Source: an optimization exercise on an open RTL-to-GDS flow (aim: small area and few clock cycles). Production flows keep margins and buffers that such runs may drop.
In this exercise RTL edits were held to simulation tests only and were not proved equivalent to the original.

run 1:
// conv_top
module conv_top (
	input  logic                  clk,
	input  logic                  rst,
	input  logic                  coef_valid,
	output logic                  coef_ready,
	input  logic [16-1:0]  coef_data,
	input  logic                  pix_valid,
	output logic                  pix_ready,
	input  logic [8-1:0]      pix_data,
	output logic                  out_valid,
	input  logic                  out_ready,
	output logic [2-1:0][20-1:0]     out_data,
	output logic [$clog2(8)-1:0]        out_row,
	output logic [$clog2(8)-1:0]        out_col,
	output logic                  frame_done
);
	localparam int NW = 2 * 9;
	localparam int NS = 2 * 8 + 2;
	logic [4:0] coef_cnt;
	logic coef_loaded;
	logic coef_acc;
	logic [NW-1:0][8-1:0] wq;
	logic [2-1:0][16-1:0] bq;
	assign coef_loaded = (coef_cnt == 5'd20);
	assign coef_ready = !coef_loaded;
	assign coef_acc = coef_valid && coef_ready;
	always_ff @(posedge clk or posedge rst)
	begin
		if (rst)
			coef_cnt <= '0;
		else if (coef_acc)
			coef_cnt <= coef_cnt + 1'b1;
	end
	logic [7:0][8:0] pq;
	logic pair_acc;
	assign pair_acc = coef_acc && (coef_cnt == 5'd1 || coef_cnt == 5'd3 || coef_cnt == 5'd5
  ...
Size: about 3500 cells after synthesis, roughly 79 I/O pins.
clock: 7.0 ns
lec_check: 0
abc_area: 1
cap_margin: 20
core_margin: 2
core_utilization: 55
cts_buf_list: sky130_fd_sc_hd__clkbuf_16
cts_cluster_diameter: 95
cts_cluster_size: 22
slew_margin: 20
run.sh (not shown) runs the stock make flow with config.mk's settings and CLKGATE_MAP_FILE= SYNTH_SCRIPT=/design/flow/synth_recipe.tcl, a recipe that flattens the netlist after the stock synthesis.
Per the final summary, run 1 finished and its layout is clean on timing, DRC and antenna.
Testbench counts of run 1, summed over its fixed seeds: cycles 3,240.
diff inputs: run 1 => run 2
- CTS_CLUSTER_DIAMETER: 95 -> 80
- CORE_UTILIZATION: 55 -> 50
- CTS_CLUSTER_SIZE: 22 -> 20
In summary, run 1 completed successfully, with a layout that passed the timing, DRC and antenna checks. Run 2 has completed all stages; timing, DRC and antenna checks passed. Compared with run 1, in run 2 met1 track demand over resource in global routing went down, number of iterations in the first detailed-routing pass went up, total inserted antenna cells went down, height of the chip went up. Delta (run 2 minus run 1): average routed wire per standard cell rose about 0.9%; met1 routed wirelength after detailed routing rose by about 8%.
What run 3 does differently from run 2 at the input level:
- CTS_CLUSTER_SIZE now 25, was 20
- CTS_CLUSTER_DIAMETER now 110, was 80
- CORE_UTILIZATION now 55, was 50
## What came out
When run 3 is set beside run 2, its number of global-route vias before repair turns out to be 1.5% smaller. Run 3 vs. run 2: sum of routed wire segments on met1 went down 4200 µm; clock-buffer cell count moved down; count of plain and timing-repair buffers in the layout fell 30. Any difference in maximum cell stage delay along the critical path between run 3 and run 2 is small enough to ignore. Relative to run 2, setup slack has decreased by 0.10 ns in run 3.
Input-level comparison between run 4 and run 3:
- swapping 55 for 50 in CORE_UTILIZATION
Findings:
Across both runs, met3 track demand over resource was lower for run 4 than for run 3.
Changes observed in run 4 relative to run 3: number of cells in the finished layout apart from fillers moved up; final-layout clock buffer total moved up.

========
== build 17 ==
conv_top, a different RTL version from the one above (not shown whole).
For scale: roughly 3,500 cells after synthesis, ~480 flip-flops, about 40,000 um2 of cells after synthesis.
==> flow/config.mk <==
export PLATFORM = sky130hd
export DESIGN_NAME = conv_top
export DESIGN_NICKNAME = conv_top
export VERILOG_FILES = /design/flow/design.v
export SDC_FILE = /design/flow/constraint.sdc
export NUM_CORES = 4
export LEC_CHECK = 0
export ABC_AREA = 1
export CAP_MARGIN = 5
export CORE_MARGIN = 2
export CORE_UTILIZATION = 50
export CTS_BUF_LIST = sky130_fd_sc_hd__clkbuf_16
export CTS_CLUSTER_DIAMETER = 80
export CTS_CLUSTER_SIZE = 20
export SLEW_MARGIN = 5
==> flow/constraint.sdc <==
create_clock -name core_clock -period 7.0 [get_ports {clk}]
set_input_delay 1.4000 -clock core_clock [delete_from_list [all_inputs] [get_ports {clk}]]
set_output_delay 1.4000 -clock core_clock [all_outputs]
set_load 0.01 [all_outputs]
In summary, build 17 completed successfully, with a layout that passed the timing, DRC and antenna checks.
Testbench counts of build 17, summed over its fixed seeds: cycles 3,240.
[inputs] build 25 vs build 17
- CAP_MARGIN now 20, was 5
- CTS_CLUSTER_DIAMETER now 110, was 80
- SLEW_MARGIN now 20, was 5
- CTS_CLUSTER_SIZE now 25, was 20
==> results.txt <==
The flow did not stop early for build 25: all stages ran, and the layout cleared the timing, DRC and antenna checks.
Build 25 ends up with a critical path depth that is 1 higher than in build 17.
Relative to build 17, the clock-buffer cell count measured on build 25 has decreased by more than a quarter.
Global-route wire length before repair, build 25 and build 17: larger value in build 17
Going from build 17 to build 25, clock-cell share of area fell by 1.2 points; final routed wirelength across all metal layers lost 0.42%; final worst setup slack moved down; part of the cycle the worst path needs increased 0.41 points; area of the core held steady.
Delta(antenna diode instance count, build 25 - build 17) > 0
## Diff of input files: build 50 against build 25
- CTS_CLUSTER_DIAMETER: 110 -> 80
- CTS_CLUSTER_SIZE: 25 -> 20
--- outcome ---
Looking at clock period minus final worst setup slack, build 50 sits 66 ps below build 25.
Via density per instance delta for build 50 relative to build 25: about 0.75% lower
On setup slack: between build 25 and build 50, it ends up higher for build 50.
Build 25 → build 50: portion of the clock cycle consumed by the worst path in the final layout fell by 0.95 points; fraction of standard cell area that is sequential fell 0.44 points.
From build 50 to build 25, synthesized area divided by synthesized cell count did not move at all.
In the reports for build 25 and build 50, the smaller maximum achievable frequency belongs to build 25.

========
Another version of the RTL of conv_top (not shown whole).
Size in the first run: ~79 I/O pins, ~0.040 mm² of cells after synthesis.
Settings: LEC_CHECK=0, ABC_AREA=1, CAP_MARGIN=20, CORE_MARGIN=2, CORE_UTILIZATION=50, CTS_BUF_LIST=sky130_fd_sc_hd__clkbuf_4 sky130_fd_sc_hd__clkbuf_8, SLEW_MARGIN=20; clock period 7.0 ns.
Testbench counts at the start, summed over its fixed seeds: cycles 3,240.
Rerun with:
CTS_BUF_LIST = unset   (was sky130_fd_sc_hd__clkbuf_4 sky130_fd_sc_hd__clkbuf_8)
- area after synthesis is unchanged
- first-iteration DRC count went down by 1.3%
- setup slack is worse by 20 ps
- core utilization hardly moves
- maximum frequency went down by 0.32%

[separate check: timing with driven ports]
The flow's constraints put no driver on any port. The routed layouts listed below were extracted and timed again, unchanged, in two steps. Step 1: set_driving_cell puts a clkbuf_16 on clk and a buf_2 on each other input, an assumption about the parent block. Step 2 moves the port delays by t, midway between the first and last clock arrival at a register: inputs arrive t later, outputs are due t later. That takes back most of the time a late clock gives input paths. Slacks: ideal / step 1 / step 2; pairs: ideal / step 1.
| run | t, ns | setup slack, ns | hold WS [ns] | worst register clock-pin slew, ns | worst data-port slew with drivers (ns) |
|---|---|---|---|---|---|
| run 1 | 0.678 | 0.197 / 0.125 / 0.228 | 0.411 / 0.411 / 0.411 | 0.11 / 0.11 | 0.04 |
| run 2 | 0.702 | 0.256 / 0.180 / 0.305 | 0.418 / 0.418 / 0.418 | 0.09 / 0.09 | 0.05 |
| run 3 | 0.729 | 0.152 / 0.083 / 0.182 | 0.404 / 0.404 / 0.404 | 0.12 / 0.12 | 0.04 |
| run 4 | 0.741 | 0.295 / 0.221 / 0.285 | 0.426 / 0.426 / 0.426 | 0.12 / 0.12 | 0.06 |
| build 17 | 0.684 | 0.123 / 0.052 / 0.135 | 0.416 / 0.416 / 0.416 | 0.09 / 0.09 | 0.04 |
| build 25 | 0.718 | 0.094 / 0.021 / 0.195 | 0.410 / 0.410 / 0.410 | 0.12 / 0.12 | 0.04 |
| build 50 | 0.681 | 0.160 / 0.087 / 0.220 | 0.424 / 0.424 / 0.424 | 0.09 / 0.09 | 0.04 |
| the first run of note 3 | 0.834 | 0.704 / 0.704 / 0.497 | 0.416 / 0.416 / 0.416 | 0.07 / 0.07 | 0.09 |
| the second run of note 3 | 0.716 | 0.684 / 0.684 / 0.515 | 0.417 / 0.417 / 0.417 | 0.07 / 0.07 | 0.09 |
After both steps setup and hold are still met in every run listed. The setup slack of the first run of note 3, which loses most, moves by 0.000 ns with the drivers and by -0.207 ns with both steps.
